This design comes from an exercise in tuning for small area, a short achievable clock period and few clock cycles per item on the open sky130 flow, not from production work.
Where RTL was checked, it was by simulation tests only, not by an equivalence proof against the original.
For runs 1 and 2, only the layout was checked, not whether the RTL still works.
Power figures rest on the tool's default switching activity, not on a simulated workload.

### design/flow/design.v
package lrb_pkg;
    localparam int unsigned TIME_W = 32;
    localparam int unsigned MS_W = 31;
    localparam int unsigned CFG_IDX_W = 2;
    localparam logic [2:0] MODE_TICK = 3'd0;
    localparam logic [2:0] MODE_LINK_UP = 3'd1;
    localparam logic [2:0] MODE_LINK_DOWN = 3'd2;
    localparam logic [2:0] MODE_RECONNECT = 3'd3;
    localparam logic [2:0] MODE_START_FAILED = 3'd4;
    localparam logic [CFG_IDX_W-1:0] CFG_INITIAL_RETRY = 2'd0;
    localparam logic [CFG_IDX_W-1:0] CFG_MAX_RETRY = 2'd1;
    localparam logic [CFG_IDX_W-1:0] CFG_ATTEMPT_TIMEOUT = 2'd2;
    localparam logic [CFG_IDX_W-1:0] CFG_SETTLE = 2'd3;
    typedef struct packed {
        logic [2:0]        mode;
        logic [TIME_W-1:0] now_ms;
        logic              link_up;
        logic              have_credentials;
        logic              scan_busy;
    } lrb_item_t;
    typedef struct packed {
        logic [MS_W-1:0] initial_retry_ms;
        logic [MS_W-1:0] max_retry_ms;
        logic [MS_W-1:0] attempt_timeout_ms;
        logic [MS_W-1:0] settle_ms;
    } lrb_cfg_t;
endpackage
module lrb_cfg_regs (
    input  logic                          clk,
    input  logic                          rst_n,
    input  logic                          wr_en,
    input  logic [lrb_pkg::CFG_IDX_W-1:0] wr_index,
    input  logic [lrb_pkg::MS_W-1:0]      wr_data,
    output lrb_pkg::lrb_cfg_t             cfg
);
    lrb_pkg::lrb_cfg_t cfg_reg;
    always_ff @(posedge clk or negedge rst_n)
    begin
        if (!rst_n)
        begin
            cfg_reg.initial_retry_ms <= lrb_pkg::MS_W'(1000);
            cfg_reg.max_retry_ms <= lrb_pkg::MS_W'(60000);
            cfg_reg.attempt_timeout_ms <= lrb_pkg::MS_W'(15000);
            cfg_reg.settle_ms <= lrb_pkg::MS_W'(500);
        end
        else if (wr_en)
        begin
            case (wr_index)
                lrb_pkg::CFG_INITIAL_RETRY: cfg_reg.initial_retry_ms <= wr_data;
                lrb_pkg::CFG_MAX_RETRY: cfg_reg.max_retry_ms <= wr_data;
                lrb_pkg::CFG_ATTEMPT_TIMEOUT: cfg_reg.attempt_timeout_ms <= wr_data;
                lrb_pkg::CFG_SETTLE: cfg_reg.settle_ms <= wr_data;
                default: cfg_reg <= cfg_reg;
            endcase
        end
    end
    assign cfg = cfg_reg;
endmodule
module lrb_step (
    input  logic [2:0]  mode,
    input  logic [31:0] now,
    input  logic        link_up,
    input  logic        have_credentials,
    input  logic        scan_busy,
    input  logic        rr,
    input  logic        att,
    input  logic        rp,
    input  logic        wu,
    input  logic        ntv,
    input  logic [30:0] bo,
    input  logic [31:0] tm,
    input  logic [31:0] ep,
    input  lrb_pkg::lrb_cfg_t cfg,
    input  logic        settle_zero,
    output logic        rr_n,
    output logic        att_n,
    output logic        rp_n,
    output logic        wu_n,
    output logic        ntv_n,
    output logic [30:0] bo_n,
    output logic [31:0] tm_n,
    output logic [31:0] ep_n,
    output logic        conn,
    output logic        disc,
    output logic        nup,
    output logic        ndown
);
    logic        m_tick, m_up, m_down, m_recon, m_fail;
    logic [31:0] add_a;
    logic [30:0] add_b;
    logic [31:0] sum;
    logic [31:0] diff;
    logic        reached;
    logic        timed_out;
    logic        no_wrap;
    logic [31:0] tmo_n;
    logic [31:0] csa_s;
    logic [31:0] csa_c;
    logic [33:0] age_sum;
    logic [31:0] dbl;
    logic [30:0] bo_sched;
    logic        active;
    assign m_tick  = (mode == lrb_pkg::MODE_TICK);
    assign m_up    = (mode == lrb_pkg::MODE_LINK_UP);
    assign m_down  = (mode == lrb_pkg::MODE_LINK_DOWN);
    assign m_recon = (mode == lrb_pkg::MODE_RECONNECT);
    assign m_fail  = (mode == lrb_pkg::MODE_START_FAILED);
    assign active = att || link_up;
    assign add_a = m_fail ? tm : now;
    assign add_b = (m_tick && rr) ? (active ? cfg.settle_ms : 31'd0) : bo;
    assign sum   = add_a + {1'b0, add_b};
    assign {no_wrap, diff} = {1'b0, now} + {1'b0, ~tm} + 33'd1;
    assign reached = !diff[31];
    assign tmo_n     = ~{1'b0, cfg.attempt_timeout_ms};
    assign csa_s     = now ^ ~tm ^ tmo_n;
    assign csa_c     = (now & ~tm) | (now & tmo_n) | (~tm & tmo_n);
    assign age_sum   = {2'b00, csa_s} + {1'b0, csa_c, 1'b0} + 34'd2;
    assign timed_out = age_sum[33] || (age_sum[32] && !no_wrap);
    assign dbl      = {bo, 1'b0};
    assign bo_sched = (dbl < {1'b0, cfg.max_retry_ms}) ? dbl[30:0] : cfg.max_retry_ms;
    always_comb
    begin
        rr_n = rr;
        att_n = att;
        rp_n = rp;
        wu_n = wu;
        ntv_n = ntv;
        bo_n = bo;
        tm_n = tm;
        ep_n = ep;
        conn = 1'b0;
        disc = 1'b0;
        nup = 1'b0;
        ndown = 1'b0;
        if (m_tick)
        begin
            rr_n = 1'b0;
            if (rr)
            begin
                att_n = 1'b0;
                rp_n = 1'b1;
                bo_n = cfg.initial_retry_ms;
                ntv_n = 1'b0;
                disc = active;
                tm_n = sum;
            end
            if (!have_credentials)
            begin
                att_n = 1'b0;
                rp_n = 1'b0;
                ntv_n = 1'b0;
            end
            else if (link_up)
            begin
            end
            else if (rr || rp)
            begin
                if (!scan_busy && (rr ? (!att || settle_zero) : reached))
                begin
                    rp_n = 1'b0;
                    att_n = 1'b1;
                    tm_n = now;
                    ntv_n = 1'b0;
                    conn = 1'b1;
                end
            end
            else if (att)
            begin
                if (timed_out)
                begin
                    disc = 1'b1;
                    att_n = 1'b0;
                    tm_n = sum;
                    ntv_n = 1'b1;
                    bo_n = bo_sched;
                end
            end
            else if (!ntv || reached)
            begin
                att_n = 1'b1;
                tm_n = now;
                ntv_n = 1'b0;
                conn = 1'b1;
            end
        end
        else if (m_up)
        begin
            ep_n = ep + 32'd1;
            att_n = 1'b0;
            rp_n = 1'b0;
            ntv_n = 1'b0;
            bo_n = cfg.initial_retry_ms;
            nup = !wu;
            wu_n = 1'b1;
        end
        else if (m_down)
        begin
            ep_n = ep + 32'd1;
            att_n = 1'b0;
            ndown = wu;
            wu_n = 1'b0;
            if (have_credentials && !rp && !(ntv && !reached))
            begin
                tm_n = sum;
                ntv_n = 1'b1;
                bo_n = bo_sched;
            end
        end
        else if (m_recon)
        begin
            rr_n = 1'b1;
        end
        else if (m_fail)
        begin
            if (att)
            begin
                att_n = 1'b0;
                tm_n = sum;
                ntv_n = 1'b1;
                bo_n = bo_sched;
            end
        end
    end
endmodule
module link_reconnect_backoff_controller (
    input  logic                          clk,
    input  logic                          rst_n,
    input  logic                          cfg_wr_en,
    input  logic [lrb_pkg::CFG_IDX_W-1:0] cfg_index,
    input  logic [lrb_pkg::MS_W-1:0]      cfg_wr_data,
    input  logic                          items_valid,
    output logic                          items_ready,
    input  logic [2:0]                    items_mode,
    input  logic [lrb_pkg::TIME_W-1:0]    items_now_ms,
    input  logic                          items_link_up,
    input  logic                          items_have_credentials,
    input  logic                          items_scan_busy,
    output logic                          results_valid,
    input  logic                          results_ready,
    output logic                          results_cmd_connect,
    output logic                          results_cmd_disconnect,
    output logic                          results_notify_up,
    output logic                          results_notify_down,
    output logic                          results_attempt_active,
    output logic [lrb_pkg::TIME_W-1:0]    results_event_epoch,
    output logic [lrb_pkg::MS_W-1:0]      results_current_backoff_ms
);
    lrb_pkg::lrb_cfg_t  cfg;
    lrb_pkg::lrb_item_t s1_item_reg;
    logic        s1_valid_reg;
    logic        out_valid_reg;
    logic        advance;
    logic        settle_zero;
    logic        rr_reg, att_reg, rp_reg, wu_reg, ntv_reg;
    logic [30:0] bo_reg;
    logic [31:0] tm_reg;
    logic [31:0] ep_reg;
    logic        rr_n, att_n, rp_n, wu_n, ntv_n;
    logic [30:0] bo_n;
    logic [31:0] tm_n;
    logic [31:0] ep_n;
    logic        conn, disc, nup, ndown;
    logic [3:0]  cmd_reg;
    lrb_cfg_regs u_cfg (
        .clk      (clk),
        .rst_n    (rst_n),
        .wr_en    (cfg_wr_en),
        .wr_index (cfg_index),
        .wr_data  (cfg_wr_data),
        .cfg      (cfg)
    );
    assign settle_zero = (cfg.settle_ms == '0);
    lrb_step u_step (
        .mode             (s1_item_reg.mode),
        .now              (s1_item_reg.now_ms),
        .link_up          (s1_item_reg.link_up),
        .have_credentials (s1_item_reg.have_credentials),
        .scan_busy        (s1_item_reg.scan_busy),
        .rr               (rr_reg),
        .att              (att_reg),
        .rp               (rp_reg),
        .wu               (wu_reg),
        .ntv              (ntv_reg),
        .bo               (bo_reg),
        .tm               (tm_reg),
        .ep               (ep_reg),
        .cfg              (cfg),
        .settle_zero      (settle_zero),
        .rr_n             (rr_n),
        .att_n            (att_n),
        .rp_n             (rp_n),
        .wu_n             (wu_n),
        .ntv_n            (ntv_n),
        .bo_n             (bo_n),
        .tm_n             (tm_n),
        .ep_n             (ep_n),
        .conn             (conn),
        .disc             (disc),
        .nup              (nup),
        .ndown            (ndown)
    );
    assign advance = s1_valid_reg && (!out_valid_reg || results_ready);
    assign items_ready = !s1_valid_reg || advance;
    always_ff @(posedge clk)
    begin
        if (items_valid && items_ready)
        begin
            s1_item_reg.mode <= items_mode;
            s1_item_reg.now_ms <= items_now_ms;
            s1_item_reg.link_up <= items_link_up;
            s1_item_reg.have_credentials <= items_have_credentials;
            s1_item_reg.scan_busy <= items_scan_busy;
        end
        if (advance)
        begin
            cmd_reg <= {conn, disc, nup, ndown};
            tm_reg <= tm_n;
        end
    end
    always_ff @(posedge clk or negedge rst_n)
    begin
        if (!rst_n)
        begin
            s1_valid_reg <= 1'b0;
            out_valid_reg <= 1'b0;
            rr_reg <= 1'b1;
            att_reg <= 1'b0;
            rp_reg <= 1'b0;
            wu_reg <= 1'b0;
            ntv_reg <= 1'b0;
            bo_reg <= '0;
            ep_reg <= '0;
        end
        else
        begin
            if (items_ready)
            begin
                s1_valid_reg <= items_valid;
            end
            if (advance)
            begin
                out_valid_reg <= 1'b1;
                rr_reg <= rr_n;
                att_reg <= att_n;
                rp_reg <= rp_n;
                wu_reg <= wu_n;
                ntv_reg <= ntv_n;
                bo_reg <= bo_n;
                ep_reg <= ep_n;
            end
            else if (results_ready)
            begin
                out_valid_reg <= 1'b0;
            end
        end
    end
    assign results_valid = out_valid_reg;
    assign results_cmd_connect = cmd_reg[3];
    assign results_cmd_disconnect = cmd_reg[2];
    assign results_notify_up = cmd_reg[1];
    assign results_notify_down = cmd_reg[0];
    assign results_attempt_active = att_reg;
    assign results_event_epoch = ep_reg;
    assign results_current_backoff_ms = bo_reg;
endmodule
### design/flow/run.sh
#!/bin/bash
# synth_recipe.tcl (not shown) runs the flow's synth.tcl, then flattens the netlist and writes it again
# the make line also repeats each setting of config.mk as NAME=value (left out here)
make -C /OpenROAD-flow-scripts/flow DESIGN_CONFIG=/design/flow/config.mk WORK_HOME=/design/flow/orfs CLKGATE_MAP_FILE= SYNTH_SCRIPT=/design/flow/synth_recipe.tcl finish
### design/flow/config.mk
export PLATFORM = sky130hd
export DESIGN_NAME = link_reconnect_backoff_controller
export DESIGN_NICKNAME = link_reconnect_backoff_controller
export VERILOG_FILES = /design/flow/design.v
export SDC_FILE = /design/flow/constraint.sdc
export NUM_CORES = 4
export LEC_CHECK = 0
export CAP_MARGIN = 20
export CORE_MARGIN = 2
export CORE_UTILIZATION = 40
export SETUP_SLACK_MARGIN = 3
export SLEW_MARGIN = 20
### design/flow/constraint.sdc
create_clock -name core_clock -period 7.5 [get_ports {clk}]
set_input_delay 1.5000 -clock core_clock [delete_from_list [all_inputs] [get_ports {clk}]]
set_output_delay 1.5000 -clock core_clock [all_outputs]
set_load 0.01 [all_outputs]
==> summary.txt, run 1 <==
Worst setup path
  • Arrival @ worst endpoint: 4.73 ns
  • Worst flop-to-flop path startpoint: s1_item_reg[14]
  • Slowest stage cell, crit path: a2111oi_4
  • Startpoint types: flop
  • Crit path largest cell delay: 0.54 ns
  • CP Launch Point: s1_item_reg[14]
  • Critical Path RT: 7.76 ns
  • Crit-path cells: inv_2 -> fa_1 -> inv_1 -> ha_1 -> ha_4 -> a21oi_2 -> nand2_1 -> a2111oi_4 -> o311a_4 -> o31ai_2 -> maj3_4 -> nor2_8 -> buf_12 -> mux2_2 -> a22oi_1 -> o21ai_0
  • Worst setup EP type: flop
  • Largest delay share family, worst path: adder cells
  • WS Path Type: reg -> reg
  • Buf+Inv Stages, Crit Path: 3
  • Crit path max fanout: 6

STA
  • Final hold vios: 0
  • Setup-failing EPs final: 0
  • Period minus WS final: 4.46 ns
  • Max-Slew Margin vs Limit: 0.267
  • Final Max Tran Viols: 0
  • RSZ-0062 raised after global routing: yes
  • Final WS setup: 3.04 ns
  • Slew @ Worst Pin: 1.10 ns
  • FMAX: 224 MHz
  • Setup Skew: 0.0182 ns
  • Hold Slack: 0.471 ns
  • TNS Setup: 0 ns
  • Period utilization: 0.595

CTS
  • TritonCTS clock tree: done
  • Worst-Skew Late Latency: 0.55 ns
  • Root Buffer: clkbuf_16
  • Clk slew on worst S/H paths: 0.06 ns
  • Sinks on Clock Net: 268
  • H-Tree Depth: 2
  • CTS Buf Count: 35
  • CTS max path bufs: 3

Route
  • Via count: 15899
  • DR vias/cell: 5.90
  • Final wirelength: 62.4 mm
  • Remaining antenna violation count after routing: 0
  • Initial DRC count: 1217
  • Metal3 WL: 5.17 mm
  • Max layer used: met5
  • First-pass detailed-route iteration total: 5
  • Residual DRC count: 0
  • Routed len/inst: 23.2 um
  • M1 WL: 27.2 mm
  • Routed wl met2: 27.8 mm

Status
  • Status: no timing/DRC/antenna violations

Global routing
  • Initial antenna violation count: 4
  • Maximum number of pins on one net before global-route repair: 84
  • Remaining global-route overflow: 0
  • Vias in the first global route: 15678
  • GR Util All Layers: 0.244
  • First-pass GRT wire length: 93.6 mm

Synth
  • Simple-Gate Fraction of Synth Area: 0.105
  • YS warnings: 3
  • Post-Synthesis Cells: 1882
  • Top-area cell type share of the netlist area: 0.220
  • #FFs+latches synth: 268
  • Unique masters post-synth: 92
  • Post-Syn Area: 19000 um2
  • Post-synth EDFFs: 74
  • Area contributors post-synth: dfrtp_1 22%, edfxtp_1 12%, ha_1 10%
  • Seq/Total Area, Yosys: 0.374
  • Mean Syn Cell Area: 10.1 um2
  • Synth Flop Type: dfrtp_1
  • Async SR Flop Fraction: 0.724
  • Post-synthesis mux area share: 0.116
  • Compound-Gate Fraction of Synth Area: 0.188
  • Largest family of logic cells by synthesized area: compound AO/OA/AOI/OAI gates
  • Post-Synth XOR/XNOR Area: 0.0277
  • Leading area contributor after synthesis: dfrtp_1
  • Adder-Cell Fraction of Synth Area: 0.135
  • Mapped Nets: 2143

Placement
  • Placement Setup Slack: 1.99 ns
  • Buffers on Ports: 145
  • Placer Congestion: 0.891
  • DP Wirelength: 43.6 mm

Floorplan
  • Die Area: 49300 um2
  • Die Y: 222 um
  • IO Pins: 146
  • Total core area: 46800 um2
  • Initial Util: 0.406
  • Die W: 222 um
  • Standard-cell rows: 79

Cells and area
  • Ratio of cells with drive above 1 in the final layout: 0.220
  • Multi-input logic area: 11400 um2
  • Area growth from synthesis to layout: 23.2%
  • Layout net count: 2323
  • Ant. Diodes: 0
  • Register Area: 7110 um2
  • Highest-count cells in the layout ignoring fill and taps: 172 x inv_1, 167 x dfrtp_1, 166 x mux2_2, 144 x clkdlybuf4s50_1, 142 x ha_1
  • Max reg flops: 124
  • Commonest non-fill, non-tap cell in the layout: inv_1
  • FILL cells: 4259

Min path
  • Hold Crit Start: ep_reg[31]
  • Min-delay worst type: reg -> reg

Flow run
  • Max Cap Viol: 0

Pwr
  • Pwr dens: 342 nW/um2
  • Static leakage: 0.0100 uW
  • Max VDD drop: 0.000141 V
-- what timing repair did --
action / 4_1_cts / 5_1_grt
hold buffers: 0 / 0
buffers inserted: 24 / 28
resized for setup: 55 / 57
setup endpoints to repair: 62 / 59
gates cloned: 2 / 4
pin swaps: 16 / 28
-- metal layers --
layer | up-vias | GRT usage
li1 | 7245 | -
met1 | 7867 | 0.334
met2 | 635 | 0.383
met3 | 146 | 0.0534
met4 | 6 | 0.0820
met5 | - | 0
-- cell type report --
cell class,count,area share
Inverter,175,0.0281
Clock buffer,49,0.0432
Tap cell,607,0.0325
Timing Repair Buffer,225,0.0974
Clock inverter,15,0.00887
Multi-Input combinational cell,1357,0.486
Sequential cell,268,0.304
-- metrics by stage --
| step | instance area (um2) | cells | total power (uW) | util |
|---|---|---|---|---|
| floorplan | 19000 | 1882 | 4610 | - |
| global placement | 21000 | 2574 | 5620 | 0.450 |
| detailed placement | 21000 | 2574 | 5740 | 0.450 |
| CTS | 22800 | 2664 | 7760 | 0.487 |
| global route | 23400 | 2696 | 8490 | 0.501 |
| finish | 23400 | 2696 | 8000 | 0.501 |
-- synth_stat cells (all sizes together) (10+ instances only) --
library cell,count
inv,173
mux2,169
dfrtp,167
ha,154
a21oi,128
nor2,125
nand2,113
o21ai,92
edfxtp,74
clkbuf,52
o22ai,47
xnor2,42
a21o,36
a22o,36
nand3,36
fa,31
buf,30
mux2i,30
dfstp,27
nand4,23
a31oi,20
and3,20
nor3,20
xor2,18
a211oi,16
o21a,14
a2111oi,11
nor4,11
and2,10
-- cells by family (layout without fill, tap and decap cells) --
group           Yosys count  after routing
fa+ha+maj               187            187
flops                   268            268
xor+xnor                 60             60
compound gates          501            501
mux                     199            199
buf+inv                 257            464
simple gates            410            410
-- path summary, 6_finish.rpt --
kind | end | depth (start not counted) | slack [ns]
worst max-delay path | tm_reg[9] | 16 | 3.04
worst min-delay path | ep_reg[31] | 1 | 0.47
worst max register to register | tm_reg[9] | 16 | 3.04
worst min register to register | ep_reg[31] | 1 | 0.47
max in group asynchronous | u_cfg.cfg_reg[58] | 2 | 4.99
min in group asynchronous | s1_valid_reg | 1 | 0.93
-- power by group --
part | internal (uW) | switching [uW]
combinational | 1900 | 2110
clock | 1090 | 703
sequential | 1840 | 356
total | 4830 | 3170
==> run 2, diff against run 1 <==
--- a/design/flow/config.mk
+++ b/design/flow/config.mk
@@ -9,4 +9,4 @@
 export CORE_MARGIN = 2
 export CORE_UTILIZATION = 40
-export SETUP_SLACK_MARGIN = 3
+export SETUP_SLACK_MARGIN = 5
 export SLEW_MARGIN = 20
==> run 2 against run 1 <==
  * Synthesized cell count is the same
  * Via count grew 8.0%
  * Routed wire length grew 13%
  * Register-to-register slack gained 0.05 ns
  * Cell area grew 13%
  * Global-route usage grew 2.9 points
  * Core utilization grew 6.5 points
==> summary.txt, run 2 <==
Status
  • Status: no timing/DRC/antenna violations

Cells and area
  • Highest-count cells in the layout ignoring fill and taps: 172 x buf_4, 161 x mux2_2, 154 x inv_1, 129 x dfrtp_1, 113 x ha_1
  • Register Area: 7160 um2 (+0.67%)
  • Max reg flops: 124 (unchanged)
  • Multi-input logic area: 12700 um2 (+12%)
  • FILL cells: 4028 (-5.4%)
  • Ratio of cells with drive above 1 in the final layout: 0.417 (+0.197)
  • Final Util: 0.565 (+0.0646)
  • Layout net count: 2519 (+8.4%)
  • Area growth from synthesis to layout: 39.1%
  • Commonest non-fill, non-tap cell in the layout: buf_4

Worst setup path
  • Worst setup EP type: flop
  • R2R Path End: tm_reg[22]
  • Startpoint types: flop
  • Largest delay share family, worst path: compound AO/OA/AOI/OAI gates
  • Arrival @ worst endpoint: 4.70 ns (-0.03 ns)
  • WS Path Type: reg -> reg
  • Critical Path RT: 7.79 ns (+0.03 ns)
  • Crit path max fanout: 4 (-2)
  • Buf+Inv Stages, Crit Path: 3 (unchanged)
  • Crit path largest cell delay: 0.53 ns (about the same)
  • Worst reg2reg path depth: 16 (unchanged)
  • Worst flop-to-flop path startpoint: s1_item_reg[14]
  • R2r setup slk: 3.09 ns (+0.05 ns)
  • Crit-path cells: inv_2 -> fa_1 -> inv_2 -> ha_4 -> ha_4 -> a21oi_2 -> nand2_2 -> a2111oi_4 -> o311a_4 -> o31ai_4 -> maj3_4 -> buf_2 -> a2111oi_2 -> o31ai_1 -> a221oi_1 -> o21ai_1
  • Slowest stage cell, crit path: fa_1

Route
  • Routed len/inst: 24.4 um (+5.4%)
  • Residual DRC count: 0 (unchanged)
  • DR vias/cell: 5.94 (+0.65%)
  • Via count: 17166 (+8.0%)
  • Remaining antenna violation count after routing: 0 (unchanged)
  • Final wirelength: 70.6 mm (+13%)
  • First-pass detailed-route iteration total: 7 (+2)
  • Initial DRC count: 1738 (+43%)

Synth
  • Mean Syn Cell Area: 10.1 um2 (unchanged)
  • Leading area contributor after synthesis: dfrtp_1
  • Most frequent cell after synthesis: inv_1
  • Most frequent cells after synthesis: 173 x inv_1, 168 x mux2_2, 167 x dfrtp_1
  • YS warnings: 3 (unchanged)
  • Synth Flop Type: dfrtp_1
  • Mapped Nets: 2143 (unchanged)
  • Post-synth EDFFs: 74 (unchanged)
  • Async SR Flop Fraction: 0.724 (unchanged)
  • Seq/Total Area, Yosys: 0.374 (unchanged)
  • Top-area cell type share of the netlist area: 0.220 (unchanged)
  • Area contributors post-synth: dfrtp_1 22%, edfxtp_1 12%, ha_1 10%
  • Post-Synthesis Cells: 1882 (unchanged)
  • Post-Syn Area: 19000 um2 (unchanged)
  • Unique masters post-synth: 92 (unchanged)
  • #FFs+latches synth: 268 (unchanged)

STA
  • FMAX: 227 MHz (+1.2%)
  • Setup-failing EPs final: 0 (unchanged)
  • RSZ-0062 raised after global routing: yes
  • Final Max Tran Viols: 0 (unchanged)
  • TNS Setup: 0 ns (unchanged)
  • Max-Slew Margin vs Limit: 0.335 (+0.0677)
  • Period minus WS final: 4.41 ns (-0.0510 ns)
  • Slew @ Worst Pin: 0.994 ns (-0.105 ns)
  • Setup Skew: 0.0142 ns (-0.00398 ns)
  • Final hold vios: 0 (unchanged)
  • Period utilization: 0.588 (-0.00680)

Pwr
  • Power, Total: 8730 uW (+9.1%)
  • Max VDD drop: 0.000160 V (+13%)
  • Pwr dens: 330 nW/um2 (-3.4%)
  • Static leakage: 0.0113 uW (+13%)

Floorplan
  • Standard-cell rows: 79 (unchanged)
  • Die W: 222 um (unchanged)
  • Initial Util: 0.406 (unchanged)
  • Die Area: 49300 um2 (unchanged)
  • Total core area: 46800 um2 (unchanged)
  • Die Y: 222 um (unchanged)
  • IO Pins: 146 (unchanged)

CTS
  • Worst-Skew Late Latency: 0.55 ns (about the same)
  • H-Tree Depth: 2 (unchanged)
  • CTS max path bufs: 3 (unchanged)
  • Hold buffer count at cts: 0 (unchanged)
  • Clk slew on worst S/H paths: 0.06 ns (about the same)
  • Sinks on Clock Net: 268 (unchanged)
  • TritonCTS clock tree: done
  • Root Buffer: clkbuf_16
  • CTS Buf Count: 34 (-2.9%)

Global routing
  • GR Util All Layers: 0.273 (+0.0287)
  • Initial antenna violation count: 1 (-3)
  • First-pass GRT wire length: 103 mm (+11%)
  • Remaining global-route overflow: 0 (unchanged)
  • Vias in the first global route: 16808 (+7.2%)
  • Maximum number of pins on one net before global-route repair: 168 (+100%)

Min path
  • Worst hold endpoint: ep_reg[21]
  • Hold Crit Start: ep_reg[21]
  • Min-delay worst type: reg -> reg
  • Cells on Worst Hold Path: 1 (unchanged)

Placement
  • Placer Congestion: 0.906 (+1.7%)
  • Buffers on Ports: 145 (unchanged)
  • DP Wirelength: 43.9 mm (+0.88%)

Flow run
  • Max Cap Viol: 0 (unchanged)
## run 2: cell types whose count changed in the layout (fill, tap and decap cells not counted), moves of 37 or more
cell	before	now
a21oi_1	121	84
a21oi_2	3	40
dfrtp_2	0	38
nor2_1	120	79
clkdlybuf4s50_1	144	73
buf_2	0	48
buf_4	65	172
nor2_4	3	44
buf_6	0	82
dfrtp_1	167	129
## run 2: cell type report
class	count	share of cell area
inverters	175	0.0250
flip-flops and latches	268	0.271
well taps	607	0.0287
multi-input cells	1365	0.482
repair buffers	414	0.151
diodes	1	0.0000947
clock buffers	50	0.0383
clock inverters	12	0.00331
## run 2: routing by layer
metal,vias to the layer above,GRT usage,share of wire
met2,821,0.430,0.45
met4,2,0.0872,0.037
li1,7669,-,-
met1,8467,0.372,0.42
met3,207,0.0615,0.091
met5,-,0,0.00016
## run 2: power by group
part / switching (uW) / internal (uW)
Sequential: 292 / 1860
Clock: 684 / 943
Combinational: 2550 / 2400
## run 2: what timing repair did
action                                  CTS  global route
setup buffers                           147            93
pin swaps                                59            83
endpoints found under the setup margin  330           267
gates resized for setup                 511           210
cloned                                   15             4
## run 2: worst max-delay path by stage
| stage | start | to | slack (ns) | cells after the start |
|---|---|---|---|---|
| after floorplan | s1_item_reg[35] | tm_reg[22] | 3.49 | 16 |
| after global placement | s1_item_reg[37] | tm_reg[29] | 2.23 | 17 |
| after detailed placement | s1_item_reg[37] | tm_reg[28] | 1.99 | 17 |
| after CTS | s1_item_reg[18] | tm_reg[9] | 3.09 | 17 |
| after global routing | s1_item_reg[14] | tm_reg[26] | 3.03 | 16 |
| final | s1_item_reg[14] | tm_reg[22] | 3.09 | 16 |
## run 2: kinds of logic (layout without fill, tap and decap cells)
group                    count (synthesis)  count (layout)  share of synthesized area
adder cells (fa/ha/maj)                187             187                      0.135
flip-flops                             268             268                      0.374
multiplexers                           199             199                      0.116
other                                    0               1                          0
XOR/XNOR                                60              60                     0.0277
buffers and inverters                  257             651                     0.0545
AO/OA/AOI/OAI                          501             503                      0.188
AND/OR/NAND/NOR                        410             416                      0.105
## run 2: through the flow
stage	instances	area, um2	hold slack, ns	setup slack (ns)
3_3_place_gp	2570	21500	0.460	2.23
4_1_cts	2794	24600	0.492	3.09
3_5_place_dp	2570	21500	0.458	1.99
5_1_grt	2891	26400	0.525	3.03
2_1_floorplan	1882	19600	0.479	3.49
6_report	2892	26400	0.499	3.09
==> run 3, diff against run 2 <==
--- a/design/flow/design.v
+++ b/design/flow/design.v
@@ -93,9 +93,4 @@
     logic        reached;
     logic        timed_out;
-    logic        no_wrap;
-    logic [31:0] tmo_n;
-    logic [31:0] csa_s;
-    logic [31:0] csa_c;
-    logic [33:0] age_sum;
     logic [31:0] dbl;
     logic [30:0] bo_sched;
@@ -110,11 +105,7 @@
     assign add_b = (m_tick && rr) ? (active ? cfg.settle_ms : 31'd0) : bo;
     assign sum   = add_a + {1'b0, add_b};
-    assign {no_wrap, diff} = {1'b0, now} + {1'b0, ~tm} + 33'd1;
-    assign reached = !diff[31];
-    assign tmo_n     = ~{1'b0, cfg.attempt_timeout_ms};
-    assign csa_s     = now ^ ~tm ^ tmo_n;
-    assign csa_c     = (now & ~tm) | (now & tmo_n) | (~tm & tmo_n);
-    assign age_sum   = {2'b00, csa_s} + {1'b0, csa_c, 1'b0} + 34'd2;
-    assign timed_out = age_sum[33] || (age_sum[32] && !no_wrap);
+    assign diff      = now - tm;
+    assign reached   = !diff[31];
+    assign timed_out = (diff >= {1'b0, cfg.attempt_timeout_ms});
     assign dbl      = {bo, 1'b0};
     assign bo_sched = (dbl < {1'b0, cfg.max_retry_ms}) ? dbl[30:0] : cfg.max_retry_ms;
--- a/design/flow/config.mk
+++ b/design/flow/config.mk
@@ -9,4 +9,3 @@
 export CORE_MARGIN = 2
 export CORE_UTILIZATION = 40
-export SETUP_SLACK_MARGIN = 5
 export SLEW_MARGIN = 20
==> run 3 against run 2 <==
  * Critical path type unchanged
  * Highest routed layer is now met4
  * Die area is 6.7% lower
  * Largest power group unchanged
  * Critical path depth is 8 higher
  * First-iteration DRC count is 32% lower
  * Sequential cell count stayed put
  * Sequential share of layout area is 6.9 points higher
  * Still clean
  * Clock skew is 0.015 ns higher
  * Power is 25% lower
==> summary.txt, run 3 <==
Status
  • Status: no timing/DRC/antenna violations

Cells and area
  • Commonest non-fill, non-tap cell in the layout: dfrtp_1
  • FILL cells: 4177 (+3.7%)
  • Ratio of cells with drive above 1 in the final layout: 0.151 (-0.266)
  • Layout net count: 2083 (-17%)
  • Highest-count cells in the layout ignoring fill and taps: 167 x dfrtp_1, 159 x mux2_2, 144 x clkdlybuf4s50_1, 132 x nand2_1, 124 x ha_1
  • Area growth from synthesis to layout: 18.1%
  • Multi-input logic area: 9930 um2 (-22%)
  • Register Area: 7110 um2 (-0.66%)
  • Max reg flops: 124 (unchanged)

Synth
  • Top-area cell type share of the netlist area: 0.236 (+0.0162)
  • Most frequent cells after synthesis: 167 x dfrtp_1, 159 x mux2_2, 132 x nand2_1
  • #FFs+latches synth: 268 (unchanged)
  • Post-synth EDFFs: 74 (unchanged)
  • Mean Syn Cell Area: 10.2 um2 (+0.59%)
  • YS warnings: 3 (unchanged)
  • Most frequent cell after synthesis: dfrtp_1
  • Unique masters post-synth: 87 (-5.4%)
  • Post-Synthesis Cells: 1743 (-7.4%)
  • Seq/Total Area, Yosys: 0.402 (+0.0275)
  • Area contributors post-synth: dfrtp_1 24%, edfxtp_1 13%, mux2_2 10%
  • Synth Flop Type: dfrtp_1
  • Post-Syn Area: 17700 um2 (-6.8%)
  • Leading area contributor after synthesis: dfrtp_1
  • Async SR Flop Fraction: 0.724 (unchanged)
  • Mapped Nets: 1945 (-9.2%)

Floorplan
  • Die W: 214 um (-3.4%)
  • Total core area: 43900 um2 (-6.0%)
  • Die Area: 45900 um2 (-6.7%)
  • Initial Util: 0.403 (-0.00350)
  • Die Y: 214 um (-3.4%)
  • IO Pins: 146 (unchanged)
  • Standard-cell rows: 77 (-2.5%)

Global routing
  • GR Util All Layers: 0.235 (-0.0378)
  • Vias in the first global route: 14492 (-14%)
  • Initial antenna violation count: 0 (-1)
  • Remaining global-route overflow: 0 (unchanged)
  • First-pass GRT wire length: 84.5 mm (-18%)
  • Maximum number of pins on one net before global-route repair: 72 (-57%)

CTS
  • TritonCTS clock tree: done
  • Sinks on Clock Net: 268 (unchanged)
  • Post-CTS setup buffer count: 0 (-100%)
  • H-Tree Depth: 2 (unchanged)
  • Resized cells post-CTS: 0 (-100%)
  • CTS Buf Count: 34 (unchanged)
  • Worst-Skew Late Latency: 0.57 ns (+0.02 ns)
  • CTS max path bufs: 3 (unchanged)
  • Clk slew on worst S/H paths: 0.06 ns (about the same)
  • Hold buffer count at cts: 0 (unchanged)
  • Root Buffer: clkbuf_16

STA
  • Setup Skew: 0.0292 ns (+0.0150 ns)
  • Period minus WS final: 6.79 ns (+2.38 ns)
  • Period utilization: 0.905 (+0.317)
  • FMAX: 147 MHz (-35%)
  • Max-Slew Margin vs Limit: 0.213 (-0.122)
  • Final Max Tran Viols: 0 (unchanged)
  • RSZ-0062 raised after global routing: no
  • Slew @ Worst Pin: 1.16 ns (+0.171 ns)
  • Setup-failing EPs final: 0 (unchanged)
  • TNS Setup: 0 ns (unchanged)
  • Final hold vios: 0 (unchanged)

Route
  • Remaining antenna violation count after routing: 0 (unchanged)
  • Residual DRC count: 0 (unchanged)
  • Final wirelength: 54.6 mm (-23%)
  • First-pass detailed-route iteration total: 6 (-1)
  • Via count: 14478 (-16%)
  • Initial DRC count: 1187 (-32%)
  • DR vias/cell: 5.80 (-2.3%)
  • Routed len/inst: 21.9 um (-10%)

Worst setup path
  • WS Path Type: reg -> reg
  • Startpoint types: flop
  • Worst reg2reg path depth: 24 (+8)
  • Worst setup EP type: flop
  • Crit path max fanout: 17 (+13)
  • Arrival @ worst endpoint: 7.23 ns (+2.53 ns)
  • CP Launch Point: tm_reg[0]
  • Critical Path RT: 7.94 ns (+0.15 ns)
  • R2r setup slk: 0.71 ns (-2.38 ns)
  • Worst flop-to-flop path startpoint: tm_reg[0]

Min path
  • Min-delay worst type: reg -> reg
  • Cells on Worst Hold Path: 1 (unchanged)
  • Hold Crit Start: ep_reg[31]

Placement
  • Buffers on Ports: 145 (unchanged)
  • Placer Congestion: 0.950 (+4.9%)
  • DP Wirelength: 40.1 mm (-8.6%)

Pwr
  • Max VDD drop: 0.000167 V (+4.8%)
  • Power, Total: 6570 uW (-25%)
  • Static leakage: 0.00902 uW (-20%)
  • Pwr dens: 314 nW/um2 (-4.9%)

Flow run
  • Max Cap Viol: 0 (unchanged)
-- run 3: kinds of logic after synthesis --
group / count (synthesis) / synth area share
adder cells (fa/ha/maj): 127 / 0.0905
buffers and inverters: 178 / 0.0387
AO/OA/AOI/OAI: 470 / 0.185
XOR/XNOR: 91 / 0.0450
flip-flops: 268 / 0.402
multiplexers: 209 / 0.129
AND/OR/NAND/NOR: 400 / 0.109
-- run 3: worst paths after layout --
kind,end
worst max register to register,bo_reg[3]
worst max-delay path,bo_reg[3]
worst min-delay path,ep_reg[31]
worst min register to register,ep_reg[31]
min in group asynchronous,u_cfg.cfg_reg[69]
max in group asynchronous,u_cfg.cfg_reg[80]
-- run 3: where the power goes --
group          internal [uW]  switching [uW]  total, uW
Sequential              1820             290       2110
Clock                    916             669       1580
Combinational           1310            1560       2870
-- run 3: critical path, cell delays in order (launching register included) --
cell and delay, ns:
edfxtp_1 0.44, ha_1 0.23, inv_1 0.07, fa_1 0.20
a21o_1 0.12, a21oi_1 0.13, o211a_1 0.27, nor4_1 0.52
o21ai_0 0.19, a21oi_1 0.35, a211o_1 0.21, a21oi_1 0.10
o31ai_1 0.27, xor2_1 0.12, ha_1 0.20, or3_1 0.38
a221oi_2 0.30, o211ai_1 0.15, o21ai_1 0.47, o211ai_2 0.24
and2_4 0.31, a31oi_2 0.77, buf_4 0.32, o21ai_0 0.11
a22o_1 0.18
-- run 3: routing by layer --
| metal | vias up | routed length (um) | global-route usage |
|---|---|---|---|
| met4 | 0 | 1450 | 0.0815 |
| li1 | 6767 | - | - |
| met1 | 7114 | 25100 | 0.334 |
| met5 | - | 0 | 0 |
| met2 | 499 | 24500 | 0.368 |
| met3 | 98 | 3540 | 0.0328 |
-- run 3: stage by stage --
step | cell area (um2) | setup slack, ns | cells | utilization | hold WS, ns
finish | 20900 | 0.713 | 2497 | 0.476 | 0.473
global route | 20900 | 0.381 | 2496 | 0.476 | 0.503
CTS | 20900 | 0.726 | 2496 | 0.476 | 0.477
detailed placement | 19800 | 0.767 | 2437 | 0.451 | 0.467
global placement | 19800 | 1.01 | 2437 | 0.451 | 0.456
floorplan | 17700 | 2.12 | 1743 | - | 0.472
-- run 3: cell type report --
class | instances | area share
Antenna cell | 1 | 0.000120
Sequential cell | 268 | 0.340
Clock buffer | 50 | 0.0450
Clock inverter | 9 | 0.00569
Tap cell | 592 | 0.0354
Inverter | 112 | 0.0201
Timing Repair Buffer | 168 | 0.0779
Multi-Input combinational cell | 1297 | 0.475
Testbench counts of run 3, summed over its fixed seeds: cycles 12,016, items 12,000.
==> run 4, diff against run 3 <==
--- a/design/flow/design.v
+++ b/design/flow/design.v
@@ -238,6 +238,4 @@
 );
     lrb_pkg::lrb_cfg_t  cfg;
-    lrb_pkg::lrb_item_t s1_item_reg;
-    logic        s1_valid_reg;
     logic        out_valid_reg;
     logic        advance;
@@ -263,9 +261,9 @@
     assign settle_zero = (cfg.settle_ms == '0);
     lrb_step u_step (
-        .mode             (s1_item_reg.mode),
-        .now              (s1_item_reg.now_ms),
-        .link_up          (s1_item_reg.link_up),
-        .have_credentials (s1_item_reg.have_credentials),
-        .scan_busy        (s1_item_reg.scan_busy),
+        .mode             (items_mode),
+        .now              (items_now_ms),
+        .link_up          (items_link_up),
+        .have_credentials (items_have_credentials),
+        .scan_busy        (items_scan_busy),
         .rr               (rr_reg),
         .att              (att_reg),
@@ -291,16 +289,8 @@
         .ndown            (ndown)
     );
-    assign advance = s1_valid_reg && (!out_valid_reg || results_ready);
-    assign items_ready = !s1_valid_reg || advance;
+    assign items_ready = !out_valid_reg || results_ready;
+    assign advance = items_valid && items_ready;
     always_ff @(posedge clk)
     begin
-        if (items_valid && items_ready)
-        begin
-            s1_item_reg.mode <= items_mode;
-            s1_item_reg.now_ms <= items_now_ms;
-            s1_item_reg.link_up <= items_link_up;
-            s1_item_reg.have_credentials <= items_have_credentials;
-            s1_item_reg.scan_busy <= items_scan_busy;
-        end
         if (advance)
         begin
@@ -313,5 +303,4 @@
         if (!rst_n)
         begin
-            s1_valid_reg <= 1'b0;
             out_valid_reg <= 1'b0;
             rr_reg <= 1'b1;
@@ -325,8 +314,4 @@
         else
         begin
-            if (items_ready)
-            begin
-                s1_valid_reg <= items_valid;
-            end
             if (advance)
             begin
--- a/design/flow/config.mk
+++ b/design/flow/config.mk
@@ -9,3 +9,4 @@
 export CORE_MARGIN = 2
 export CORE_UTILIZATION = 40
+export SETUP_SLACK_MARGIN = 3.5
 export SLEW_MARGIN = 20
==> run 4 against run 3 <==
  * Still clean on timing, DRC and antenna
  * Sequential share of layout area shrank 5.9 points
  * Non-clock buffer count grew 85
  * Via count shrank 0.59%
  * Clock-buffer cell count shrank 9
  * Fmax grew 16%
  * Hold slack gained 0.019 ns
  * Core utilization grew 5.5 points
  * Highest routed layer is now met5
==> summary.txt, run 4 <==
Status
  • Status: no timing/DRC/antenna violations

Min path
  • Min-delay worst type: reg -> reg
  • Hold Crit Start: ep_reg[31]
  • Worst hold endpoint: ep_reg[31]
  • Cells on Worst Hold Path: 1 (unchanged)

Worst setup path
  • Worst setup EP type: flop
  • R2R Path End: bo_reg[12]
  • Startpoint types: input pin
  • Worst reg2reg path depth: 24 (unchanged)
  • Crit path max fanout: 8 (-9)
  • WS Path Type: in -> reg
  • R2r setup slk: 2.07 ns (+1.36 ns)
  • Critical Path RT: 7.97 ns (+0.03 ns)
  • CP Launch Point: items_now_ms[11]
  • Arrival @ worst endpoint: 6.31 ns (-0.92 ns)
  • Worst flop-to-flop path startpoint: tm_reg[4]

CTS
  • H-Tree Depth: 1 (-1)
  • TritonCTS clock tree: done
  • Root Buffer: clkbuf_16
  • Worst-Skew Late Latency: 0.58 ns (about the same)
  • CTS max path bufs: 3 (unchanged)
  • CTS Buf Count: 28 (-18%)
  • Sinks on Clock Net: 229 (-15%)
  • Clk slew on worst S/H paths: 0.06 ns (about the same)

Synth
  • Synth Flop Type: dfrtp_1
  • Mapped Nets: 1882 (-3.2%)
  • Unique masters post-synth: 91 (+4.6%)
  • Async SR Flop Fraction: 0.843 (+0.119)
  • Seq/Total Area, Yosys: 0.368 (-0.0342)
  • Post-synth EDFFs: 36 (-51%)
  • Most frequent cell after synthesis: dfrtp_1
  • Mean Syn Cell Area: 9.63 um2 (-5.2%)
  • Area contributors post-synth: dfrtp_1 26%, ha_1 9.6%, mux2_2 8.9%
  • Top-area cell type share of the netlist area: 0.257 (+0.0207)
  • Most frequent cells after synthesis: 166 x dfrtp_1, 128 x mux2_2, 124 x ha_1, 124 x nand2_1, 112 x inv_1
  • Post-Syn Area: 16200 um2 (-8.6%)
  • YS warnings: 3 (unchanged)
  • #FFs+latches synth: 229 (-15%)
  • Post-Synthesis Cells: 1680 (-3.6%)
  • Leading area contributor after synthesis: dfrtp_1

Cells and area
  • Layout net count: 2092 (+0.43%)
  • Highest-count cells in the layout ignoring fill and taps: 166 x dfrtp_1, 129 x mux2_2, 114 x nand2_1, 110 x inv_1, 110 x clkdlybuf4s50_1
  • Ratio of cells with drive above 1 in the final layout: 0.270 (+0.119)
  • Commonest non-fill, non-tap cell in the layout: dfrtp_1
  • Area growth from synthesis to layout: 30.8%
  • Max reg flops: 124 (unchanged)
  • Ant. Diodes: 0 (-1)

Floorplan
  • IO Pins: 146 (unchanged)
  • Die Area: 42000 um2 (-8.5%)
  • Die W: 205 um (-4.3%)
  • Standard-cell rows: 73 (-5.2%)
  • Die Y: 205 um (-4.3%)
  • Total core area: 39800 um2 (-9.4%)
  • Initial Util: 0.406 (+0.00323)

Pwr
  • Static leakage: 0.00924 uW (+2.4%)
  • Max VDD drop: 0.000188 V (+12%)
  • Pwr dens: 294 nW/um2 (-6.5%)

Global routing
  • Vias in the first global route: 14297 (-1.3%)
  • Initial antenna violation count: 1 (+1)
  • Maximum number of pins on one net before global-route repair: 96 (+33%)
  • GR Util All Layers: 0.254 (+0.0191)
  • First-pass GRT wire length: 82.6 mm (-2.2%)
  • Remaining global-route overflow: 0 (unchanged)

STA
  • Period minus WS final: 5.84 ns (-0.947 ns)
  • TNS Setup: 0 ns (unchanged)
  • RSZ-0062 raised after global routing: yes
  • Setup Skew: 0.0206 ns (-0.00863 ns)
  • Period utilization: 0.779 (-0.126)
  • Max-Slew Margin vs Limit: 0.290 (+0.0764)
  • Final Max Tran Viols: 0 (unchanged)
  • FMAX: 171 MHz (+16%)
  • Final hold vios: 0 (unchanged)
  • Hold Slack: 0.492 ns (+0.0195 ns)
  • Setup-failing EPs final: 0 (unchanged)
  • Slew @ Worst Pin: 1.07 ns (-0.0993 ns)

Flow run
  • Max Cap Viol: 0 (unchanged)

Route
  • First-pass detailed-route iteration total: 5 (-1)
  • Final wirelength: 54.2 mm (-0.72%)
  • DR vias/cell: 5.91 (+1.9%)
  • Via count: 14393 (-0.59%)
  • Initial DRC count: 1126 (-5.1%)
  • Routed len/inst: 22.2 um (+1.7%)
  • Remaining antenna violation count after routing: 0 (unchanged)
  • Residual DRC count: 0 (unchanged)

Placement
  • DP Wirelength: 37.5 mm (-6.5%)
  • Buffers on Ports: 145 (unchanged)
  • Placer Congestion: 0.913 (-3.8%)
-- run 4: worst max-delay path by stage --
stage / slack [ns] / cells past startpoint / endpoint
3_3_place_gp: 0.33 / 27 / tm_reg[0]
4_1_cts: 1.60 / 28 / bo_reg[10]
5_1_grt: 1.48 / 23 / tm_reg[30]
6_report: 1.66 / 25 / bo_reg[12]
2_1_floorplan: 1.64 / 23 / tm_reg[0]
3_5_place_dp: 0.16 / 27 / tm_reg[1]
-- run 4: logic make-up (layout without fill, tap and decap cells) --
family / after synthesis / count (layout) / share of synthesized area
fa+ha+maj: 126 / 126 / 0.0984
flops: 229 / 229 / 0.368
mux: 173 / 175 / 0.117
buf+inv: 188 / 418 / 0.0455
xor+xnor: 87 / 87 / 0.0471
simple gates: 417 / 417 / 0.123
compound gates: 460 / 460 / 0.201
-- run 4: stage by stage --
step	instance area (um2)	total power [uW]	util	cells	setup WS (ns)
floorplan	16300	3650	-	1680	1.64
global placement	18400	4460	0.463	2308	0.331
detailed placement	18400	4530	0.463	2308	0.160
CTS	20600	6080	0.518	2412	1.60
global route	21100	6590	0.531	2437	1.48
finish	21100	6220	0.531	2437	1.66
-- run 4: cell type report --
type | instances | area, um2
clock inverters | 11 | 106
fillers | 3565 | 18700
clock buffers | 41 | 832
well taps | 525 | 657
multi-input cells | 1265 | 10700
flip-flops and latches | 229 | 5940
repair buffers | 253 | 2510
inverters | 113 | 434
-- run 4: report_power, final --
part           internal [uW]  switching [uW]
combinational           1410            1570
clock                    806             571
sequential              1570             283
total                   3790            2430
-- run 4: timing repair --
item                                    4_1_cts  5_1_grt
gates resized for setup                     221      112
buffers inserted                             44       23
endpoints found under the setup margin      113      104
hold buffers                                  0        0
pin swaps                                    65       51
cloned                                        8        1
-- run 4: routing by layer --
layer	track usage	up-vias	routed length, um
li1	-	6643	-
met1	0.347	7135	23900
met5	0	-	11
met3	0.0463	103	3930
met2	0.412	510	24800
met4	0.0730	2	1540
-- run 4: critical path: stages --
cell	delay, ns
clkdlybuf4s15_1	0.27
ha_4	0.30
and3_1	0.21
and2_1	0.16
a32oi_1	0.20
o211ai_1	0.18
a21oi_2	0.19
buf_4	0.14
o21ai_4	0.07
a41oi_2	0.24
a21oi_2	0.10
a211oi_2	0.24
xnor2_1	0.11
ha_1	0.33
o2111ai_2	0.12
a21oi_2	0.23
o2111ai_2	0.16
a2111oi_2	0.23
nand2b_4	0.20
o311a_4	0.24
inv_8	0.04
o21ai_4	0.16
nand2_4	0.16
buf_12	0.21
a221o_1	0.32
Testbench counts of run 4, summed over its fixed seeds: cycles 12,008, items 12,000.
==> run 5, diff against run 4 <==
--- a/design/flow/config.mk
+++ b/design/flow/config.mk
@@ -9,4 +9,4 @@
 export CORE_MARGIN = 2
 export CORE_UTILIZATION = 40
-export SETUP_SLACK_MARGIN = 3.5
+export SETUP_SLACK_MARGIN = 2
 export SLEW_MARGIN = 20
==> run 5 against run 4 <==
  * Clock skew is 0.0027 ns lower
  * Core utilization fell by 0.96 points
  * Critical path depth grew 4
==> summary.txt, run 5 <==
Status
  • Status: no timing/DRC/antenna violations

Worst setup path
  • Critical Path RT: 7.81 ns (-0.16 ns)
  • Crit path largest cell delay: 0.41 ns (+0.08 ns)
  • Slowest stage cell, crit path: o311a_4
  • Worst setup EP type: flop
  • WS Path Type: in -> reg
  • Crit-path most repeated cell: buf_4
  • Arrival @ worst endpoint: 6.26 ns (-0.05 ns)
  • R2r setup slk: 1.98 ns (-0.09 ns)
  • Crit path max fanout: 4 (-4)
  • Startpoint types: input pin

Synth
  • Post-Synth XOR/XNOR Area: 0.0471 (unchanged)
  • Largest family of logic cells by synthesized area: compound AO/OA/AOI/OAI gates
  • Leading area contributor after synthesis: dfrtp_1
  • Compound-Gate Fraction of Synth Area: 0.201 (unchanged)
  • Mapped Nets: 1882 (unchanged)
  • Synth Flop Type: dfrtp_1
  • Post-Synthesis Cells: 1680 (unchanged)
  • Top-area cell type share of the netlist area: 0.257 (unchanged)
  • Simple-Gate Fraction of Synth Area: 0.123 (unchanged)
  • Adder-Cell Fraction of Synth Area: 0.0984 (unchanged)
  • Post-synthesis mux area share: 0.117 (unchanged)
  • #FFs+latches synth: 229 (unchanged)
  • Post-Syn Area: 16200 um2 (unchanged)
  • Mean Syn Cell Area: 9.63 um2 (unchanged)
  • Post-synth EDFFs: 36 (unchanged)
  • Unique masters post-synth: 91 (unchanged)
  • Async SR Flop Fraction: 0.843 (unchanged)
  • Seq/Total Area, Yosys: 0.368 (unchanged)
  • Most frequent cells after synthesis: 166 x dfrtp_1, 128 x mux2_2, 124 x ha_1, 124 x nand2_1, 112 x inv_1
  • Most frequent cell after synthesis: dfrtp_1
  • Area contributors post-synth: dfrtp_1 26%, ha_1 9.6%, mux2_2 8.9%
  • YS warnings: 3 (unchanged)

Cells and area
  • Multi-input logic area: 10500 um2 (-1.9%)
  • Ratio of cells with drive above 1 in the final layout: 0.243 (-0.0271)
  • Highest-count cells in the layout ignoring fill and taps: 166 x dfrtp_1, 128 x mux2_2, 123 x clkdlybuf4s50_1, 118 x nand2_1, 110 x inv_1
  • Register Area: 5940 um2 (unchanged)
  • FILL cells: 3663 (+2.7%)
  • Commonest non-fill, non-tap cell in the layout: dfrtp_1
  • Design Area, Final: 20800 um2 (-1.8%)
  • Layout net count: 2083 (-0.43%)
  • Ant. Diodes: 0 (unchanged)
  • Max reg flops: 124 (unchanged)
  • Area growth from synthesis to layout: 28.4%

Global routing
  • Vias in the first global route: 13964 (-2.3%)
  • Remaining global-route overflow: 0 (unchanged)
  • First-pass GRT wire length: 82.1 mm (-0.59%)
  • Maximum number of pins on one net before global-route repair: 72 (-25%)
  • GR Util All Layers: 0.255 (+0.000600)
  • Initial antenna violation count: 1 (unchanged)

Placement
  • Placed cell area: 18500 um2 (+0.38%)
  • DP Wirelength: 39.2 mm (+4.4%)
  • Buffers on Ports: 145 (unchanged)
  • Placement Setup Slack: -0.0105 ns (-0.171 ns)
  • Placer Congestion: 0.962 (+5.3%)

Route
  • Final wirelength: 54.6 mm (+0.69%)
  • Routed len/inst: 22.5 um (+1.2%)
  • Initial DRC count: 1173 (+4.2%)
  • Remaining antenna violation count after routing: 0 (unchanged)
  • Via count: 14398 (+0.035%)
  • Residual DRC count: 0 (unchanged)
  • First-pass detailed-route iteration total: 5 (unchanged)
  • DR vias/cell: 5.94 (+0.57%)

CTS
  • CTS Buf Count: 27 (-3.6%)
  • Root Buffer: clkbuf_16
  • CTS max path bufs: 3 (unchanged)
  • Clk slew on worst S/H paths: 0.06 ns (about the same)
  • Hold buffer count at cts: 0 (unchanged)
  • H-Tree Depth: 1 (unchanged)
  • Sinks on Clock Net: 229 (unchanged)
  • TritonCTS clock tree: done
  • Worst-Skew Late Latency: 0.58 ns (about the same)

Floorplan
  • Die Y: 205 um (unchanged)
  • Initial Util: 0.406 (unchanged)
  • IO Pins: 146 (unchanged)
  • Die Area: 42000 um2 (unchanged)
  • Total core area: 39800 um2 (unchanged)
  • Die W: 205 um (unchanged)
  • Standard-cell rows: 73 (unchanged)

STA
  • Final WS setup: 1.54 ns (-0.117 ns)
  • Max-Slew Margin vs Limit: 0.311 (+0.0217)
  • Period minus WS final: 5.96 ns (+0.117 ns)
  • RSZ-0062 raised after global routing: yes
  • Final Max Tran Viols: 0 (unchanged)
  • Final hold vios: 0 (unchanged)
  • Setup-failing EPs final: 0 (unchanged)
  • TNS Setup: 0 ns (unchanged)
  • Slew @ Worst Pin: 1.03 ns (-0.0325 ns)
  • Hold Slack: 0.472 ns (-0.0205 ns)
  • Setup Skew: 0.0179 ns (-0.00267 ns)
  • Period utilization: 0.794 (+0.0156)
  • FMAX: 168 MHz (-2.0%)

Pwr
  • Max VDD drop: 0.000209 V (+11%)
  • Pwr dens: 297 nW/um2 (+1.2%)
  • Static leakage: 0.00907 uW (-1.8%)

Min path
  • Min-delay worst type: reg -> reg

Flow run
  • Max Cap Viol: 0 (unchanged)
## run 5: metal layers
| metal | part of all wire | global-route usage |
|---|---|---|
| met2 | 0.45 | 0.402 |
| met4 | 0.032 | 0.0737 |
| met5 | 0.00018 | 0 |
| met1 | 0.45 | 0.358 |
| met3 | 0.072 | 0.0445 |
## run 5: cell type report
class	instances	share of cell area
inverters	113	0.0209
multi-input cells	1265	0.504
clock buffers	38	0.0370
well taps	525	0.0316
repair buffers	245	0.116
clock inverters	9	0.00440
flip-flops and latches	229	0.286
## run 5: path summary, 6_finish.rpt
check / startpoint / depth (start not counted) / to
min reg2reg: ep_reg[31] / 1 / ep_reg[31]
max reg2reg: tm_reg[4] / 25 / tm_reg[30]
min: ep_reg[31] / 1 / ep_reg[31]
max: items_now_ms[0] / 29 / tm_reg[30]
max in group asynchronous: rst_n / 2 / ep_reg[31]
min in group asynchronous: rst_n / 1 / u_cfg.cfg_reg[69]
## run 5: per-stage QoR
step	power [uW]	std cells	utilization
detailed placement	4600	2315	0.465
global route	6540	2424	0.521
finish	6170	2424	0.521
global placement	4520	2315	0.465
floorplan	3650	1680	-
CTS	6010	2405	0.507
## run 5: logic make-up (layout without fill, tap and decap cells)
group / Yosys count / in the layout
adder cells (fa/ha/maj): 126 / 126
buffers and inverters: 188 / 405
AND/OR/NAND/NOR: 417 / 417
AO/OA/AOI/OAI: 460 / 460
multiplexers: 173 / 175
flip-flops: 229 / 229
XOR/XNOR: 87 / 87
## run 5: worst max-delay path, delay by kind of cell
family	cells	cell delay [ns]
buffers and inverters	10	1.13
adder cells (fa/ha/maj)	3	0.82
AND/OR/NAND/NOR	3	0.56
XOR/XNOR	1	0.15
AO/OA/AOI/OAI	12	2.09
## run 5: power breakdown
group | internal, uW | total (uW) | switching, uW | leakage [uW]
combinational | 1390 | 3020 | 1630 | 0.00600
clock | 750 | 1310 | 556 | 0.000427
sequential | 1570 | 1850 | 280 | 0.00265
total | 3710 | 6170 | 2460 | 0.00907
## run 5: timing repair
action / in CTS / in global routing
buffers inserted: 40 / 19
gates resized for setup: 130 / 96
setup endpoints to repair: 66 / 66
gates cloned: 3 / 0
pin swaps: 49 / 70
==> run 6, diff against run 5 <==
--- a/design/flow/config.mk
+++ b/design/flow/config.mk
@@ -9,4 +9,3 @@
 export CORE_MARGIN = 2
 export CORE_UTILIZATION = 40
-export SETUP_SLACK_MARGIN = 2
 export SLEW_MARGIN = 20
==> run 6 against run 5 <==
  * Setup slack got worse by 0.99 ns
  * Largest cell class unchanged
  * Critical endpoint is now bo_reg[1]
  * Register-to-register slack got worse by 0.55 ns
  * Via count shrank 4.2%
  * Largest power group unchanged
  * Sequential cell count unchanged
  * Routed wire length decreased by 5.9%
==> summary.txt, run 6 <==
Pwr
  • Psw: 2310 uW (-6.4%)
  • Pwr dens: 307 nW/um2 (+3.3%)
  • Pint: 3600 uW (-3.0%)
  • Static leakage: 0.00850 uW (-6.3%)
  • Comb pwr share: 0.461 (-0.028)
  • Seq pwr share: 0.312 (+0.013)
  • Clk pwr share: 0.227 (+0.016)
  • Max VDD drop: 0.000176 V (-16%)
  • Switching Fraction: 0.391 (-0.00858)

CTS
  • H-Tree Depth: 1 (unchanged)
  • Sinks on Clock Net: 229 (unchanged)
  • Root Buffer: clkbuf_16
  • CTS Buf Count: 27 (unchanged)
  • Hold buffer count at cts: 0 (unchanged)
  • Post-CTS setup buffer count: 0 (-100%)
  • Clk slew on worst S/H paths: 0.06 ns (about the same)
  • CTS max path bufs: 3 (unchanged)
  • Resized cells post-CTS: 0 (-100%)
  • TritonCTS clock tree: done
  • Worst-Skew Late Latency: 0.58 ns (about the same)

Cells and area
  • Ant. Diodes: 0 (unchanged)
  • Commonest non-fill, non-tap cell in the layout: dfrtp_1
  • Ratio of cells with drive above 1 in the final layout: 0.150 (-0.0930)
  • Layout net count: 2018 (-3.1%)
  • Highest-count cells in the layout ignoring fill and taps: 166 x dfrtp_1, 144 x clkdlybuf4s50_1, 128 x mux2_2, 124 x ha_1, 123 x nand2_1
  • Final Util: 0.483 (-0.0386)
  • Design Area, Final: 19200 um2 (-7.4%)
  • Area growth from synthesis to layout: 18.9%
  • Max reg flops: 124 (unchanged)

Route
  • Routed len/inst: 21.7 um (-3.4%)
  • Residual DRC count: 0 (unchanged)
  • DR vias/cell: 5.84 (-1.7%)
  • Final wirelength: 51.3 mm (-5.9%)
  • First-pass detailed-route iteration total: 5 (unchanged)
  • Initial DRC count: 1167 (-0.51%)
  • Remaining antenna violation count after routing: 0 (unchanged)
  • Via count: 13792 (-4.2%)

Placement
  • Buffers on Ports: 145 (unchanged)
  • Placed cell area: 18300 um2 (-0.97%)
  • Placer Congestion: 0.934 (-2.9%)
  • DP Wirelength: 37.7 mm (-3.9%)

Synth
  • Mean Syn Cell Area: 9.63 um2 (unchanged)
  • Most frequent cells after synthesis: 166 x dfrtp_1, 128 x mux2_2, 124 x ha_1, 124 x nand2_1, 112 x inv_1
  • Post-Syn Area: 16200 um2 (unchanged)
  • Top-area cell type share of the netlist area: 0.257 (unchanged)
  • Seq/Total Area, Yosys: 0.368 (unchanged)
  • Mapped Nets: 1882 (unchanged)
  • Synth Flop Type: dfrtp_1
  • Area contributors post-synth: dfrtp_1 26%, ha_1 9.6%, mux2_2 8.9%
  • Most frequent cell after synthesis: dfrtp_1
  • Post-Synthesis Cells: 1680 (unchanged)
  • Async SR Flop Fraction: 0.843 (unchanged)
  • YS warnings: 3 (unchanged)
  • Leading area contributor after synthesis: dfrtp_1
  • Post-synth EDFFs: 36 (unchanged)
  • Unique masters post-synth: 91 (unchanged)
  • #FFs+latches synth: 229 (unchanged)

Worst setup path
  • WS Path Type: in -> reg
  • Worst flop-to-flop path startpoint: tm_reg[4]
  • Startpoint types: input pin
  • Critical Path RT: 7.94 ns (+0.13 ns)
  • Crit path largest cell delay: 0.42 ns (about the same)
  • Arrival @ worst endpoint: 7.39 ns (+1.13 ns)
  • Worst setup EP type: flop
  • Slowest stage cell, crit path: clkdlybuf4s50_1
  • Crit-path most repeated cell: a21oi_1
  • CP Launch Point: items_now_ms[0]
  • Crit path max fanout: 31 (+27)

Floorplan
  • Die Area: 42000 um2 (unchanged)
  • Die W: 205 um (unchanged)
  • Die Y: 205 um (unchanged)
  • Initial Util: 0.406 (unchanged)
  • Total core area: 39800 um2 (unchanged)
  • IO Pins: 146 (unchanged)
  • Standard-cell rows: 73 (unchanged)

STA
  • Slew @ Worst Pin: 1.14 ns (+0.104 ns)
  • FMAX: 144 MHz (-14%)
  • Final hold vios: 0 (unchanged)
  • Hold Slack: 0.487 ns (+0.0149 ns)
  • Max-Slew Margin vs Limit: 0.242 (-0.0694)
  • Final Max Tran Viols: 0 (unchanged)
  • Period minus WS final: 6.95 ns (+0.992 ns)
  • Period utilization: 0.927 (+0.132)
  • Setup-failing EPs final: 0 (unchanged)
  • Setup Skew: 0.0228 ns (+0.00483 ns)
  • RSZ-0062 raised after global routing: no
  • TNS Setup: 0 ns (unchanged)

Min path
  • Hold Crit Start: ep_reg[31]
  • Min-delay worst type: reg -> reg

Global routing
  • Vias in the first global route: 13808 (-1.1%)
  • Remaining global-route overflow: 0 (unchanged)
  • Maximum number of pins on one net before global-route repair: 118 (+64%)
  • GR Util All Layers: 0.247 (-0.00795)
  • First-pass GRT wire length: 80.3 mm (-2.2%)
  • Initial antenna violation count: 0 (-1)

Flow run
  • Max Cap Viol: 0 (unchanged)

Status
  • Status: no timing/DRC/antenna violations
==> run 6: cell counts after synthesis <==
No cell type changed its count.
==> run 6: final cells by class <==
cell class	instances	area (um2)
Tap cell	525	657
Inverter	113	424
Clock buffer	37	785
Timing Repair Buffer	182	1780
Fill cell	3748	20600
Clock inverter	12	109
Multi-Input combinational cell	1263	9530
Sequential cell	229	5940
==> run 6: final timing paths <==
kind / slack (ns) / end / depth (start not counted)
setup / recovery: 0.55 / bo_reg[1] / 29
hold / removal: 0.49 / ep_reg[31] / 1
hold reg to reg: 0.49 / ep_reg[31] / 1
max in group asynchronous: 4.86 / bo_reg[16] / 2
min in group asynchronous: 1.08 / bo_reg[8] / 1
setup reg to reg: 1.43 / bo_reg[1] / 25
==> run 6: critical path: cells and delay by family <==
kind / cells / cell delay, ns
compound gates: 16 / 3.38
buf+inv: 7 / 1.17
fa+ha+maj: 3 / 0.86
simple gates: 2 / 0.34
xor+xnor: 1 / 0.13
==> run 6: routing by layer <==
metal  GRT usage  vias up  part of all wire
li1            -     6479                 -
met1       0.348     6726              0.46
met2       0.378      498              0.44
met3      0.0527       89             0.073
met4      0.0761        0             0.030
met5           0        -                 0
==> run 6: cells by family after synthesis <==
logic type / share of synthesized area
buffers and inverters: 0.0455
flip-flops: 0.368
multiplexers: 0.117
adder cells (fa/ha/maj): 0.0984
AND/OR/NAND/NOR: 0.123
XOR/XNOR: 0.0471
AO/OA/AOI/OAI: 0.201
==> run 6: power by group through the flow <==
| stage | Clock, uW | Sequential [uW] | Combinational [uW] |
|---|---|---|---|
| floorplan | 0 | 1790 | 1840 |
| global placement | 0 | 1850 | 2630 |
| detailed placement | 0 | 1860 | 2690 |
| CTS | 1360 | 1840 | 2700 |
| global route | 1410 | 1880 | 3010 |
| finish | 1340 | 1840 | 2720 |
==> run 6: stage by stage <==
step                      setup WS, ns  instances  power (uW)
after floorplan                   1.32       1680        3630
after global placement           0.213       2312        4480
after detailed placement       -0.0319       2312        4550
after CTS                        0.592       2361        5900
after global routing            0.0120       2361        6300
final                            0.551       2361        5900

-- afterwards: timing with drivers on the ports --
How much do the figures lean on ideal ports? The routed layouts below were timed once more, with nothing changed but the port constraints. Step 1 sets driving cells, clkbuf_16 on the clock port and buf_2 on the other inputs (assumed; they add their load-dependent delay and slew). Step 2 moves the port delays by t, midway between the first and last clock arrival at a register: inputs arrive t later, outputs are due t later. That takes back most of the time a late clock gives input paths. Slacks: ideal / step 1 / step 2; pairs: ideal / step 1.
run	t (ns)	setup slack, ns	hold WS [ns]	worst slew at a driven data input, ns	cell pins on the clock port's net
run 1	0.598	3.038 / 3.038 / 2.991	0.471 / 0.471 / 0.471	0.07	1
run 2	0.604	3.089 / 3.089 / 3.089	0.499 / 0.499 / 0.499	0.07	1
run 3	0.612	0.713 / 0.713 / 0.713	0.473 / 0.473 / 0.473	0.05	1
run 4	0.629	1.660 / 1.681 / 1.052	0.492 / 0.492 / 0.492	0.07	1
run 5	0.621	1.543 / 1.556 / 0.935	0.472 / 0.472 / 0.472	0.07	1
run 6	0.626	0.551 / 0.587 / -0.039	0.487 / 0.487 / 0.487	0.05	1
Met with ideal ports but missed after step 2: setup timing in run 6.
